Context: an optimization exercise on an open-source flow, tuned for small area, a short achievable clock period and few clock cycles. The choices shown serve that exercise and are no tape-out recipe.
The RTL was checked by simulation tests, not by an equivalence proof against the original design.
Power is estimated from default activity; no workload was simulated.

==> flow/design.v <==
`default_nettype none
package rv_isa_pkg;
    localparam logic [6:0] opcode_op     = 7'b0110011;
    localparam logic [6:0] opcode_op_imm = 7'b0010011;
    localparam logic [6:0] opcode_load   = 7'b0000011;
    localparam logic [6:0] opcode_store  = 7'b0100011;
    localparam logic [2:0] f3_add  = 3'b000;   
    localparam logic [2:0] f3_sll  = 3'b001;
    localparam logic [2:0] f3_slt  = 3'b010;
    localparam logic [2:0] f3_xor  = 3'b100;
    localparam logic [2:0] f3_sr   = 3'b101;   
    localparam logic [2:0] f3_or   = 3'b110;
    localparam logic [2:0] f3_and  = 3'b111;
    localparam logic [2:0] f3_word = 3'b010;   
    typedef enum logic [3:0] {
        alu_none = 4'd0,
        alu_sub  = 4'd1,
        alu_and  = 4'd2,
        alu_or   = 4'd3,
        alu_xor  = 4'd4,
        alu_sll  = 4'd5,
        alu_sra  = 4'd6,
        alu_srl  = 4'd7,
        alu_slt  = 4'd8,
        alu_add  = 4'd9
    } alu_op_t;
    localparam logic [31:0] nop_instr = 32'h0000_0013;   
endpackage
`default_nettype wire
`default_nettype none
package pipe_pkg;
    localparam int xlen = 32;
    typedef logic [xlen-1:0] word_t;
    typedef logic [4:0]      reg_addr_t;
    typedef logic [xlen-3:0] mem_addr_t;
    typedef enum logic [1:0] {
        fwd_reg = 2'b00,   
        fwd_mem = 2'b01,   
        fwd_wb  = 2'b10    
    } fwd_sel_t;
endpackage
`default_nettype wire
`timescale 1ns/1ps
`default_nettype none
module reg_file (
    input  logic        clk,
    input  logic        rst_n,
    input  logic [31:1] sel1,      
    input  logic [31:1] sel2,
    output logic [31:0] rs1_data,
    output logic [31:0] rs2_data,
    output logic [31:1] valid_nx,
    input  logic        we,        
    input  logic [4:0]  rd,
    input  logic [31:0] wdata
);
    logic [31:0] regs [1:31];
    logic [31:1] valid;
    logic [31:1] wsel;
    always_comb begin
        for (int j = 1; j < 32; j++)
            wsel[j] = we && (rd == 5'(j));
    end
    always_comb begin
        rs1_data = '0;
        rs2_data = '0;
        for (int j = 1; j < 32; j++) begin
            rs1_data = rs1_data | ({32{sel1[j]}} & regs[j]);
            rs2_data = rs2_data | ({32{sel2[j]}} & regs[j]);
        end
    end
    assign valid_nx = valid | wsel;
    always_ff @(posedge clk) begin
        if (!rst_n)
            valid <= '0;
        else
            valid <= valid | wsel;
    end
    always_ff @(posedge clk) begin
        for (int j = 1; j < 32; j++)
            if (wsel[j]) regs[j] <= wdata;
    end
endmodule
`default_nettype wire
`timescale 1ns/1ps
`default_nettype none
module rv_pipeline (
    input  logic               clk,
    input  logic               rst_n,
    output pipe_pkg::mem_addr_t imem_addr,
    input  pipe_pkg::word_t     imem_rdata,
    output logic               dmem_ren,
    output logic               dmem_wen,
    output pipe_pkg::mem_addr_t dmem_addr,
    output pipe_pkg::word_t     dmem_wdata,
    input  pipe_pkg::word_t     dmem_rdata
);
    logic [29:0] pc;
    logic [31:0] id_instr;
    logic        stall;
    assign imem_addr = pc;
    logic        is_op, is_imm, is_ld, is_st;
    logic [6:0]  if_opc;
    assign if_opc = imem_rdata[6:0];
    always_ff @(posedge clk) begin
        if (!rst_n) begin
            pc     <= '0;
            is_op  <= 1'b0;
            is_imm <= 1'b0;
            is_ld  <= 1'b0;
            is_st  <= 1'b0;
        end else if (!stall) begin
            pc     <= pc + 30'd1;
            is_op  <= if_opc == rv_isa_pkg::opcode_op;
            is_imm <= if_opc == rv_isa_pkg::opcode_op_imm;
            is_ld  <= if_opc == rv_isa_pkg::opcode_load;
            is_st  <= if_opc == rv_isa_pkg::opcode_store;
        end
    end
    logic [31:1] id_sel1, id_sel2;
    logic [31:1] valid_nx;
    logic [31:0] valid_nx0;
    assign valid_nx0 = {valid_nx, 1'b0};
    logic [31:0] x_instr;
    logic [4:0]  xs1, xs2;
    assign x_instr = stall ? id_instr : imem_rdata;
    assign xs1 = x_instr[19:15];
    assign xs2 = x_instr[24:20];
    always_ff @(posedge clk) begin
        if (!stall) begin
            id_instr <= imem_rdata;
            for (int j = 1; j < 32; j++) begin
                id_sel1[j] <= imem_rdata[19:15] == 5'(j);
                id_sel2[j] <= imem_rdata[24:20] == 5'(j);
            end
        end
    end
    logic [2:0]  f3;
    logic [4:0]  rd;
    logic        alu_ins;
    logic        wr_rd;
    logic [11:0] imm12;
    logic [31:0] rf1, rf2;
    logic [31:0] ex_a, ex_b, ex_sd;
    logic        ex_fld;
    logic        ex_sra, ex_neg;
    logic        s_ar, s_slt, s_xor, s_or, s_and, s_sll, s_sr;
    logic [3:0]  ex_sh0, ex_sh1;   
    logic [1:0]  ex_sh2;           
    logic [31:0] b_nx;
    logic [4:0]  ex_rd;
    logic        ex_we, ex_ld, ex_st;
    logic [31:0] alu, alu_o, sum;
    logic [31:0] mem_res, mem_sd;
    logic [4:0]  mem_rd;
    logic        mem_we, mem_ld, mem_st;
    logic [31:0] mem_val;
    assign f3     = id_instr[14:12];
    assign rd     = id_instr[11:7];
    assign alu_ins = is_op || is_imm;
    assign wr_rd  = (alu_ins || is_ld) && rd != 5'd0;
    assign imm12  = is_st ? {id_instr[31:25], id_instr[11:7]} : id_instr[31:20];
    reg_file i_reg_file (
        .clk, .rst_n, .sel1(id_sel1), .sel2(id_sel2), .rs1_data(rf1), .rs2_data(rf2),
        .valid_nx,
        .we(mem_we), .rd(mem_rd), .wdata(mem_val)
    );
    assign mem_val = mem_ld ? dmem_rdata : mem_res;
    logic       x_op, x_imm, x_fwd1, x_fwd2, x_ld2, x_wt1, x_wt2;
    logic [2:0] x_f3;
    assign x_op   = stall ? is_op  : if_opc == rv_isa_pkg::opcode_op;
    assign x_imm  = stall ? is_imm : if_opc == rv_isa_pkg::opcode_op_imm;
    assign x_f3   = x_instr[14:12];
    assign x_fwd1 = !stall && wr_rd && !is_ld && xs1 == rd;
    assign x_fwd2 = !stall && wr_rd && !is_ld && xs2 == rd;
    assign x_ld2  = !stall && wr_rd && is_ld && xs2 == rd;
    assign x_wt1  = ex_we && xs1 == ex_rd;
    assign x_wt2  = ex_we && xs2 == ex_rd;
    logic ar;
    assign ar = alu_ins && f3 == 3'b000;
    logic a_exar, a_exo, a_mem, a_rf, b_imm, b_exar, b_exo, b_mem, b_rf, d_exar, d_exo, d_mem, d_rf, ld2, neg;
    always_ff @(posedge clk) begin
        a_exar <= x_fwd1 && ar;
        a_exo  <= x_fwd1 && !ar;
        a_mem  <= !x_fwd1 && x_wt1;
        a_rf   <= !x_fwd1 && !x_wt1 && rst_n && valid_nx0[xs1];
        d_exar <= x_fwd2 && ar;
        d_exo  <= x_fwd2 && !ar;
        d_mem  <= !x_fwd2 && x_wt2;
        d_rf   <= !x_fwd2 && !x_wt2 && rst_n && valid_nx0[xs2];
        b_imm  <= !x_op;
        b_exar <= x_op && x_fwd2 && ar;
        b_exo  <= x_op && x_fwd2 && !ar;
        b_mem  <= x_op && !x_fwd2 && x_wt2;
        b_rf   <= x_op && !x_fwd2 && !x_wt2 && rst_n && valid_nx0[xs2];
        ld2    <= x_ld2;
        neg    <= (x_op && x_f3 == 3'b000 && x_instr[30]) || ((x_op || x_imm) && x_f3 == 3'b010);
    end
    logic       if_use1, if_use2, stall_nx;
    assign if_use1 = if_opc == rv_isa_pkg::opcode_op || if_opc == rv_isa_pkg::opcode_op_imm
                  || if_opc == rv_isa_pkg::opcode_load || if_opc == rv_isa_pkg::opcode_store;
    assign if_use2 = if_opc == rv_isa_pkg::opcode_op;
    assign stall_nx = !stall && is_ld && rd != 5'd0
                   && ((if_use1 && imem_rdata[19:15] == rd) || (if_use2 && imem_rdata[24:20] == rd));
    always_ff @(posedge clk) begin
        if (!rst_n) stall <= 1'b0;
        else        stall <= stall_nx;
    end
    always_ff @(posedge clk) begin
        if (!rst_n) begin
            ex_we <= 1'b0;
            ex_ld <= 1'b0;
            ex_st <= 1'b0;
        end else begin
            ex_we <= wr_rd && !stall;
            ex_ld <= is_ld && !stall;
            ex_st <= is_st && !stall;
        end
    end
    assign b_nx = ({32{b_exar}} & sum) | ({32{b_exo}} & alu_o) | ({32{b_mem}} & mem_val) | ({32{b_rf}} & rf2)
                | ({32{b_imm}} & {{20{imm12[11]}}, imm12});
    always_ff @(posedge clk) begin
        ex_a    <= ({32{a_exar}} & sum) | ({32{a_exo}} & alu_o) | ({32{a_mem}} & mem_val) | ({32{a_rf}} & rf1);
        ex_b    <= b_nx ^ {32{neg}};
        for (int k = 0; k < 4; k++) begin
            ex_sh0[k] <= b_nx[1:0] == 2'(k);
            ex_sh1[k] <= b_nx[3:2] == 2'(k);
        end
        ex_sh2  <= {b_nx[4], !b_nx[4]};
        ex_sd   <= ({32{d_exar}} & sum) | ({32{d_exo}} & alu_o) | ({32{d_mem}} & mem_val) | ({32{d_rf}} & rf2);
        ex_rd   <= rd;
        ex_fld  <= ld2;
        ex_sra  <= id_instr[30];
        ex_neg  <= neg;
        s_ar    <= (alu_ins && f3 == 3'b000) || is_ld || is_st;
        s_slt   <= alu_ins && f3 == 3'b010;
        s_xor   <= alu_ins && f3 == 3'b100;
        s_or    <= alu_ins && f3 == 3'b110;
        s_and   <= alu_ins && f3 == 3'b111;
        s_sll   <= alu_ins && f3 == 3'b001;
        s_sr    <= alu_ins && f3 == 3'b101;
    end
    logic [31:0] shr, shl;
    logic        lt;
    function automatic logic [31:0] ks_add(input logic [31:0] a, input logic [31:0] b, input logic cin);
        logic [31:0] g, p, gg, pp;
        g  = a & b;
        p  = a ^ b;
        gg = g;
        pp = p;
        gg[0] = g[0] | (p[0] & cin);
        for (int d = 1; d < 32; d = d * 2) begin
            for (int i = 31; i >= d; i--) begin
                gg[i] = gg[i] | (pp[i] & gg[i-d]);
                pp[i] = pp[i] & pp[i-d];
            end
        end
        ks_add = p ^ {gg[30:0], cin};
    endfunction
    assign sum = ks_add(ex_a, ex_b, ex_neg);
    assign lt   = (ex_a[31] ^ ex_b[31]) ? sum[31] : ex_a[31];   
    logic [63:0] r0, r1;
    logic [31:0] l0, l1;
    logic        fill;
    assign fill = ex_sra & ex_a[31];
    always_comb begin
        r0 = '0;
        r1 = '0;
        l0 = '0;
        l1 = '0;
        for (int k = 0; k < 4; k++) begin
            r0 = r0 | ({64{ex_sh0[k]}} & ({{32{fill}}, ex_a} >> k));
            l0 = l0 | ({32{ex_sh0[k]}} & (ex_a << k));
        end
        for (int k = 0; k < 4; k++) begin
            r1 = r1 | ({64{ex_sh1[k]}} & (r0 >> (4 * k)));
            l1 = l1 | ({32{ex_sh1[k]}} & (l0 << (4 * k)));
        end
        shr = ({32{ex_sh2[0]}} & r1[31:0]) | ({32{ex_sh2[1]}} & r1[47:16]);
        shl = ({32{ex_sh2[0]}} & l1) | ({32{ex_sh2[1]}} & (l1 << 16));
    end
    assign alu_o = ({32{s_slt}} & {31'b0, lt})
               | ({32{s_xor}} & (ex_a ^ ex_b))
               | ({32{s_or}}  & (ex_a | ex_b))
               | ({32{s_and}} & (ex_a & ex_b))
               | ({32{s_sll}} & shl)
               | ({32{s_sr}}  & shr);
    assign alu = ({32{s_ar}} & sum) | alu_o;
    always_ff @(posedge clk) begin
        if (!rst_n) begin
            mem_we <= 1'b0;
            mem_ld <= 1'b0;
            mem_st <= 1'b0;
        end else begin
            mem_we <= ex_we;
            mem_ld <= ex_ld;
            mem_st <= ex_st;
        end
    end
    always_ff @(posedge clk) begin
        mem_res <= alu;
        mem_sd  <= ex_fld ? dmem_rdata : ex_sd;
        mem_rd  <= ex_rd;
    end
    assign dmem_ren   = mem_ld;
    assign dmem_wen   = mem_st;
    assign dmem_addr  = mem_res[31:2];
    assign dmem_wdata = mem_sd;
endmodule
`default_nettype wire
==> flow/run.sh <==
#!/bin/bash
# synth_recipe.tcl (not shown) runs the flow's synth.tcl, then flattens the netlist and writes it again
# the make line also repeats each setting of config.mk as NAME=value (left out here)
make -C /OpenROAD-flow-scripts/flow DESIGN_CONFIG=/design/flow/config.mk WORK_HOME=/design/flow/orfs CLKGATE_MAP_FILE= SYNTH_SCRIPT=/design/flow/synth_recipe.tcl finish
==> flow/config.mk <==
export PLATFORM = sky130hd
export DESIGN_NAME = rv_pipeline
export DESIGN_NICKNAME = rv_pipeline
export VERILOG_FILES = /design/flow/design.v
export SDC_FILE = /design/flow/constraint.sdc
export NUM_CORES = 4
export LEC_CHECK = 0
export CAP_MARGIN = 20
export CORE_MARGIN = 2
export CORE_UTILIZATION = 50
export CTS_CLUSTER_DIAMETER = 70
export CTS_CLUSTER_SIZE = 24
export SETUP_SLACK_MARGIN = 3.3
export SLEW_MARGIN = 20
==> flow/constraint.sdc <==
create_clock -name core_clock -period 6.3 [get_ports {clk}]
set_input_delay 1.2600 -clock core_clock [delete_from_list [all_inputs] [get_ports {clk}]]
set_output_delay 1.2600 -clock core_clock [all_outputs]
set_load 0.01 [all_outputs]
==> impl_metrics.env, run 1 <==
export IMPL_fin_crit_sh_pct=49.1
export IMPL_p_per_area_nw_per_um2=251
export IMPL_combPwrFrac_pct=7.4
export IMPL_start_util_pct=50.3
export IMPL_grt_pass1_wl_um=393000
export IMPL_yosysTopAreaCell="edfxtp_1"
export IMPL_clkTransAtPathRegs_ps=90
export IMPL_drc=0
export IMPL_status="complete, no violations"
export IMPL_cp_arrival_ps=3670
export IMPL_synth_edf_count=1065
export IMPL_p_int_mw=13.0
export IMPL_nets=5112
export IMPL_first_global_vias=48500
export IMPL_die_h_um=354
export IMPL_critical_path_class="reg -> reg"
export IMPL_fmaxAchievable_mhz=323
export IMPL_final_area_um2=70100
export IMPL_gp_congestion=0.987
export IMPL_vias=53000
export IMPL_drive_gt1_share_pct=14.7
export IMPL_synth_area_leaders="edfxtp_1, dfxtp_1, a22oi_1, a221oi_1, a222oi_1"
export IMPL_use_met2_pct=62.3
export IMPL_rsz0062_at_grt="true"
export IMPL_post_dp_hpwl_um=162000
export IMPL_track_usage_pct=45.2
export IMPL_grt_max_degree=77
export IMPL_pre_cts_ws_ps=2110
export IMPL_synthCells=4867
export IMPL_syn_nets=5000
export IMPL_drt_first_pass_iters=14
export IMPL_grt_busiest_layer="met2"
export IMPL_post_dp_cell_area_um2=64500
export IMPL_synth_commonest_cells="edfxtp_1, a22oi_1, nand2_1, dfxtp_1, clkbuf_1"
export IMPL_hp_class="reg -> reg"
export IMPL_critPathCaptureType="flop"
export IMPL_hold_violations=0
export IMPL_yosysMostFrequentCell="edfxtp_1"
export IMPL_cts_made_buffers=90
export IMPL_cts_max_level=3
export IMPL_setup_viol=0
export IMPL_p_seq_share_pct=55.0
export IMPL_netlist_area_leader_share_pct=52.3
export IMPL_p_clk_share_pct=37.6
export IMPL_min_period_ps=3100
export IMPL_grt_antenna_before_repair=10
export IMPL_ys_types=87
export IMPL_viasPerCell=7.93
export IMPL_finalMaxSlewViolations=0
export IMPL_die_w_um=354
export IMPL_drt_initial_drc_count=12100
export IMPL_fin_setup_tns_ps=0
export IMPL_holdBufCountCts=0
export IMPL_core_um2=122000
export IMPL_fin_ws_ps=3200
export IMPL_max_slew_margin_pct=13.3
export IMPL_cts_tree="built"
export IMPL_stdcell_count=6686
export IMPL_ir_drop_v=0.000265
export IMPL_sw_frac_of_total_pct=25.9
export IMPL_start_kind="flop"
export IMPL_critPathMaxFanout=4
export IMPL_cts_root_buffer="clkbuf_16"
export IMPL_ys_warnings_count=3
export IMPL_worst_slew_pin_slew_ps=1300
export IMPL_rows=128
export IMPL_fin_skew_ps=41.0
export IMPL_use_met3_pct=18.8
export IMPL_clockBufferDepth=3
export IMPL_syn_area_per_cell_um2=12.6
export IMPL_io_buffer_count=159
export IMPL_dieArea_um2=125000
export IMPL_routed_wl_um=296000
export IMPL_syn_cell_area_um2=61100
export IMPL_synth_async_reset_ratio_pct=0
export IMPL_gr_total_overflow=0
export IMPL_ys_seq_area_share_pct=61.9
export IMPL_drv_cap=0
export IMPL_power_switching_mw=4.55
export IMPL_met1_usage_pct=58.7
export IMPL_leakage_nw=25.7
export IMPL_synth_flop_cell="edfxtp_1"
export IMPL_cp_data_required_time_ps=6880
export IMPL_synthToLayoutAreaGrowth_pct=14.7
export IMPL_io_pins=160
export IMPL_ant_nets=0
export IMPL_place_inst=6407
export IMPL_total_power_mw=17.6
export IMPL_cts_sinks=1356
export IMPL_wire_per_inst_um=44.3
export IMPL_ys_ff_latch=1356
export IMPL_clk_latency_ps=760
[through the flow]
step | utilization, % | hold slack (ps)
after floorplan | - | 310
after global placement | 53.0 | 311
after detailed placement | 53.1 | 317
after CTS | 56.5 | 315
after global routing | 57.7 | 325
final | 57.7 | 309
[path summary, 6_finish.rpt]
path           from          end  slack (ps)  cells after the start
max          ex_neg  mem_res[14]        3200                     11
min             ld2       ex_fld         310                      0
max reg2reg  ex_neg  mem_res[14]        3200                     11
min reg2reg     ld2       ex_fld         310                      0
[area by class of cell]
class / count / area [um2]
antenna: 9 / 22.5
tap: 1625 / 2030
clock inverter: 67 / 806
sequential: 1356 / 37900
inverter: 145 / 548
multi-input combinational: 2972 / 22300
fill: 9828 / 51400
timing repair buffer: 414 / 4160
clock buffer: 98 / 2360
[worst max-delay path, cell delays in order, from the launching register on]
cell and delay (ps):
dfxtp_2 330, fa_2 390, inv_2 70, fa_2 210, nor2b_2 60, o31ai_4 330
buf_4 200, a21oi_2 90, a21oi_2 390, a21o_1 190, o21ai_1 120, o21ai_0 530
[kinds of logic after synthesis]
| group | share of synthesized area, % |
|---|---|
| DFF | 61.9 |
| AOI/OAI and AO/OA | 20.6 |
| and+or+nand+nor | 9.05 |
| adders and majority gates | 1.40 |
| muxes | 1.94 |
| xor gates and xnor gates | 1.56 |
| buffers and inverters | 3.57 |
[placed cells by master (no fill, tap or decap), types with 20 or more instances in the layout]
cell type / count
edfxtp_1: 1065
a22oi_1: 621
nand2_1: 324
dfxtp_1: 236
nand3_1: 235
buf_4: 183
a22o_1: 181
a221oi_1: 177
a222oi_1: 165
clkdlybuf4s50_1: 146
inv_1: 142
nand4_1: 119
nor2_1: 111
clkbuf_16: 102
a21oi_1: 91
mux2_2: 73
xnor2_1: 70
o21ai_0: 62
ha_1: 48
nor2b_1: 43
dfxtp_2: 43
and2_1: 41
a21o_1: 38
or4_1: 35
nor3_1: 34
buf_6: 32
nor2_4: 31
xor2_1: 31
a221o_1: 28
or4_4: 26
nand2b_1: 21
mux2i_1: 20
[routing by layer]
layer / wire length (um) / part of all wire [%]
met5: 139 / 0.047
met4: 25400 / 8.6
met3: 52600 / 18
met2: 117000 / 40
met1: 101000 / 34
[flip-flops by register name (all words and copies together), names as in the netlist, 2 cells and up]
register and count:
pc 30, i_reg_file.regs 992, mem_res 32, ex_sh1 4, mem_sd 32, id_sel1 31
i_reg_file.valid 31, id_sel2 31, ex_sh2 2, ex_sd 32, ex_b 32, ex_sh0 4
ex_a 32, id_instr 25, mem_rd 5, ex_rd 5
[power by group through the flow]
stage	clock (mW)	sequential, mW	combinational [mW]
floorplan	0	9.83	0.628
global placement	0	9.88	1.07
detailed placement	0	9.88	1.07
CTS	6.60	9.67	1.14
global route	6.90	9.69	1.32
finish	6.61	9.68	1.30
[repair_timing]
item	CTS	global route
cloned	0	9
endpoints found under the setup margin	169	163
pin swaps	23	49
buffers inserted	39	57
gates resized for setup	182	204
Testbench counts, summed over its fixed seeds: cycles 10,922.
==> inputs of run 2 (changes only) <==
--- a/flow/design.v
+++ b/flow/design.v
@@ -142,7 +142,7 @@
     logic [11:0] imm12;
     logic [31:0] rf1, rf2;
     logic [31:0] ex_a, ex_b, ex_sd;
-    logic        ex_fld;
+    logic        ex_fld, ex_fsd;   
     logic        ex_sra, ex_neg;
     logic        s_ar, s_slt, s_xor, s_or, s_and, s_sll, s_sr;
     logic [3:0]  ex_sh0, ex_sh1;   
@@ -178,25 +178,25 @@
     assign x_wt2  = ex_we && xs2 == ex_rd;
     logic ar;
     assign ar = alu_ins && f3 == 3'b000;
-    logic a_exar, a_exo, a_mem, a_rf, b_imm, b_exar, b_exo, b_mem, b_rf, d_exar, d_exo, d_mem, d_rf, ld2, neg;
+    logic a_exar, a_exo, a_mem, a_rf, b_imm, b_exar, b_exo, b_mem, b_rf, d_ex, d_mem, d_rf, ld2, neg;
     always_ff @(posedge clk) begin
         a_exar <= x_fwd1 && ar;
         a_exo  <= x_fwd1 && !ar;
         a_mem  <= !x_fwd1 && x_wt1;
         a_rf   <= !x_fwd1 && !x_wt1 && rst_n && valid_nx0[xs1];
-        d_exar <= x_fwd2 && ar;
-        d_exo  <= x_fwd2 && !ar;
+        d_ex   <= x_fwd2;
         d_mem  <= !x_fwd2 && x_wt2;
         d_rf   <= !x_fwd2 && !x_wt2 && rst_n && valid_nx0[xs2];
         b_imm  <= !x_op;
         b_exar <= x_op && x_fwd2 && ar;
         b_exo  <= x_op && x_fwd2 && !ar;
         b_mem  <= x_op && !x_fwd2 && x_wt2;
-        b_rf   <= x_op && !x_fwd2 && !x_wt2 && rst_n && valid_nx0[xs2];
-        ld2    <= x_ld2;
-        neg    <= (x_op && x_f3 == 3'b000 && x_instr[30]) || ((x_op || x_imm) && x_f3 == 3'b010);
+        b_rf  <= x_op && !x_fwd2 && !x_wt2 && rst_n && valid_nx0[xs2];
+        ld2   <= x_ld2;
+        neg   <= (x_op && x_f3 == 3'b000 && x_instr[30]) || ((x_op || x_imm) && x_f3 == 3'b010);
     end
     logic       if_use1, if_use2, stall_nx;
+    assign if_opc  = imem_rdata[6:0];
     assign if_use1 = if_opc == rv_isa_pkg::opcode_op || if_opc == rv_isa_pkg::opcode_op_imm
                   || if_opc == rv_isa_pkg::opcode_load || if_opc == rv_isa_pkg::opcode_store;
     assign if_use2 = if_opc == rv_isa_pkg::opcode_op;
@@ -227,7 +227,8 @@
             ex_sh1[k] <= b_nx[3:2] == 2'(k);
         end
         ex_sh2  <= {b_nx[4], !b_nx[4]};
-        ex_sd   <= ({32{d_exar}} & sum) | ({32{d_exo}} & alu_o) | ({32{d_mem}} & mem_val) | ({32{d_rf}} & rf2);
+        ex_sd   <= ({32{d_mem}} & mem_val) | ({32{d_rf}} & rf2);
+        ex_fsd  <= d_ex;
         ex_rd   <= rd;
         ex_fld  <= ld2;
         ex_sra  <= id_instr[30];
@@ -299,7 +300,7 @@
     end
     always_ff @(posedge clk) begin
         mem_res <= alu;
-        mem_sd  <= ex_fld ? dmem_rdata : ex_sd;
+        mem_sd  <= ex_fld ? dmem_rdata : ex_fsd ? mem_res : ex_sd;
         mem_rd  <= ex_rd;
     end
     assign dmem_ren   = mem_ld;
--- a/flow/config.mk
+++ b/flow/config.mk
@@ -10,5 +10,5 @@
 export CORE_UTILIZATION = 50
 export CTS_CLUSTER_DIAMETER = 70
 export CTS_CLUSTER_SIZE = 24
-export SETUP_SLACK_MARGIN = 3.3
+export SETUP_SLACK_MARGIN = 3.5
 export SLEW_MARGIN = 20
==> impl_metrics.env, run 2 <==
export IMPL_ys_warnings_count=3
export IMPL_grt_antenna_before_repair=20
export IMPL_synth_edf_count=1065
export IMPL_io_pins=160
export IMPL_cts_sinks=1356
export IMPL_syn_cell_area_um2=61300
export IMPL_worstPathCellList="buf_4 > buf_8 > a221oi_1 > nand3_1 > or4_4 > a222oi_1 > o21ai_1"
export IMPL_grt_busiest_layer="met2"
export IMPL_synthToLayoutAreaGrowth_pct=20.3
export IMPL_ir_drop_v=0.000281
export IMPL_crit_slowest_cell="a222oi_1"
export IMPL_ys_ff_latch=1356
export IMPL_cp_arrival_ps=3800
export IMPL_p_per_area_nw_per_um2=242
export IMPL_nets=5320
export IMPL_critical_path_class="reg -> reg"
export IMPL_die_w_um=354
export IMPL_drive_gt1_share_pct=20.5
export IMPL_fin_crit_sh_pct=50.8
export IMPL_stdcell_count=6909
export IMPL_synthSimpleGateAreaFrac_pct=8.78
export IMPL_holdBufCountCts=0
export IMPL_worst_slew_pin_slew_ps=1240
export IMPL_slowest_delay_ps=770
export IMPL_synth_area_leaders="edfxtp_1, dfxtp_1, a22oi_1, a22o_1, a221oi_1"
export IMPL_drt_initial_drc_count=11800
export IMPL_place_inst=6462
export IMPL_drt_first_pass_iters=13
export IMPL_largest_register_ff_count=992
export IMPL_path_delay_family="compound AO/OA/AOI/OAI gates"
export IMPL_synthCells=4900
export IMPL_wire_per_inst_um=44.4
export IMPL_grt_pass1_wl_um=401000
export IMPL_io_buffer_count=159
export IMPL_hp_class="reg -> reg"
export IMPL_synth_async_reset_ratio_pct=0
export IMPL_cp_data_required_time_ps=6900
export IMPL_total_power_mw=17.9
export IMPL_multi_input_area_um2=23600
export IMPL_viasPerCell=7.96
export IMPL_clkTransAtPathRegs_ps=90
export IMPL_pre_cts_ws_ps=1940
export IMPL_fin_ws_ps=3100
export IMPL_hold_violations=0
export IMPL_cts_made_buffers=94
export IMPL_regMostFlops="i_reg_file.regs"
export IMPL_gr_total_overflow=0
export IMPL_gp_congestion=0.986
export IMPL_cts_tree="built"
export IMPL_grt_max_degree=80
export IMPL_synth_top_family_by_area="compound AO/OA/AOI/OAI gates"
export IMPL_fmaxAchievable_mhz=312
export IMPL_leakage_nw=27.5
export IMPL_yosysMostFrequentCell="edfxtp_1"
export IMPL_drv_cap=0
export IMPL_synth_xor_area_share_pct=1.59
export IMPL_clockBufferDepth=3
export IMPL_dieArea_um2=125000
export IMPL_post_dp_hpwl_um=164000
export IMPL_final_cell_mix="edfxtp_1, a22oi_1, nand2_1, buf_4, a22o_1"
export IMPL_cts_root_buffer="clkbuf_16"
export IMPL_fillers=9674
export IMPL_use_met2_pct=62.8
export IMPL_fin_skew_ps=56.6
export IMPL_final_common_cell="edfxtp_1"
export IMPL_track_usage_pct=46.1
export IMPL_crit_buf_inv=2
export IMPL_ys_types=89
export IMPL_clk_latency_ps=790
export IMPL_rows=128
export IMPL_finalMaxSlewViolations=0
export IMPL_drc=0
export IMPL_vias=55000
export IMPL_start_kind="flop"
export IMPL_hold_worst_slack_ps=324
export IMPL_critPathMaxFanout=17
export IMPL_netlist_area_leader_share_pct=52.2
export IMPL_first_global_vias=49300
export IMPL_synth_flop_cell="edfxtp_1"
export IMPL_start_util_pct=50.3
export IMPL_cts_max_level=3
export IMPL_ys_seq_area_share_pct=61.7
export IMPL_status="complete, no violations"
export IMPL_die_h_um=354
export IMPL_synth_compound_gate_area_share_pct=21.2
export IMPL_max_slew_margin_pct=17.3
export IMPL_ant_nets=0
export IMPL_synth_commonest_cells="edfxtp_1, a22oi_1, nand2_1, clkbuf_1, dfxtp_1"
export IMPL_rsz0062_at_grt="true"
export IMPL_syn_area_per_cell_um2=12.5
export IMPL_seq_area_um2=38000
export IMPL_routed_wl_um=307000
export IMPL_fin_setup_tns_ps=0
export IMPL_use_met3_pct=20.1
export IMPL_min_period_ps=3200
export IMPL_met1_usage_pct=60.2
export IMPL_setup_viol=0
export IMPL_synthAdderAreaFrac_pct=1.39
export IMPL_yosysTopAreaCell="edfxtp_1"
export IMPL_critPathCaptureType="flop"
export IMPL_synthMuxAreaShare_pct=1.97
export IMPL_core_um2=122000
export IMPL_syn_nets=5033
## run 2: kinds of logic after synthesis
group | count (synthesis)
and+or+nand+nor | 1077
adders and majority gates | 67
buffers and inverters | 509
muxes | 109
xor gates and xnor gates | 111
DFF | 1356
AOI/OAI and AO/OA | 1671
## run 2: area by class of cell
cell class	count	share of cell area, %
Antenna cell	20	0.0679
Timing Repair inverter	1	0.00679
Clock buffer	96	3.26
Clock inverter	77	1.24
Tap cell	1625	2.76
Timing Repair Buffer	584	8.51
Multi-Input combinational cell	3035	32.1
Inverter	115	0.596
Sequential cell	1356	51.5
## run 2: through the flow
step | area [um2] | util (%)
3_5_place_dp | 64900 | 53.3
4_1_cts | 70900 | 58.3
5_1_grt | 73600 | 60.5
6_report | 73700 | 60.5
3_3_place_gp | 64800 | 53.3
2_1_floorplan | 61400 | -
## run 2: worst paths after layout
path               startpoint        to  slack (ps)  cells after the start
hold / removal           d_ex    ex_fsd         320                      0
hold reg to reg          d_ex    ex_fsd         320                      0
setup reg to reg  id_sel1[25]  ex_a[25]        3100                      7
setup / recovery  id_sel1[25]  ex_a[25]        3100                      7
## run 2: timing repair
| action | CTS | global route |
|---|---|---|
| resized for setup | 507 | 308 |
| setup endpoints to repair | 267 | 100 |
| cloned | 12 | 17 |
| pin swaps | 62 | 139 |
| setup buffers | 101 | 124 |
## run 2: metal layers
metal / wire length (um) / part of all wire, %
met3: 57800 / 19
met5: 627 / 0.20
met2: 120000 / 39
met4: 26600 / 8.7
met1: 102000 / 33
## run 2: report_power, final
| group | internal (mW) | total, mW | switching, mW | leakage (nW) |
|---|---|---|---|---|
| combinational | 0.511 | 1.44 | 0.930 | 11.8 |
| clock | 3.02 | 6.74 | 3.72 | 1.60 |
| sequential | 9.58 | 9.68 | 0.0983 | 14.1 |
Testbench counts of run 2, summed over its fixed seeds: cycles 10,922.

## port drivers added, routing unchanged
Ports are ideal in the flow. The routed layouts listed here were re-timed in OpenROAD. Step 1 assumes that a clkbuf_16 drives the clock port and a buf_2 every other input. Step 2 times the ports against the registers' clock, not the clock port: input delays grow and output delays shrink by t, the midpoint of the rising clock arrivals with the driver on. a / b / c = ideal ports / drivers / drivers and shift; a / b = the first two.
run	t, ns	setup slack, ns	worst register clock-pin slew, ns	worst data-port slew with drivers (ns)
run 1	0.821	3.204 / 3.204 / 2.653	0.10 / 0.10	0.11
run 2	0.840	3.100 / 3.100 / 2.618	0.10 / 0.10	0.09
After both steps every run listed still meets setup and hold. The setup slack of run 1, which loses most, moves by 0.000 ns with the drivers and by -0.551 ns with both steps.
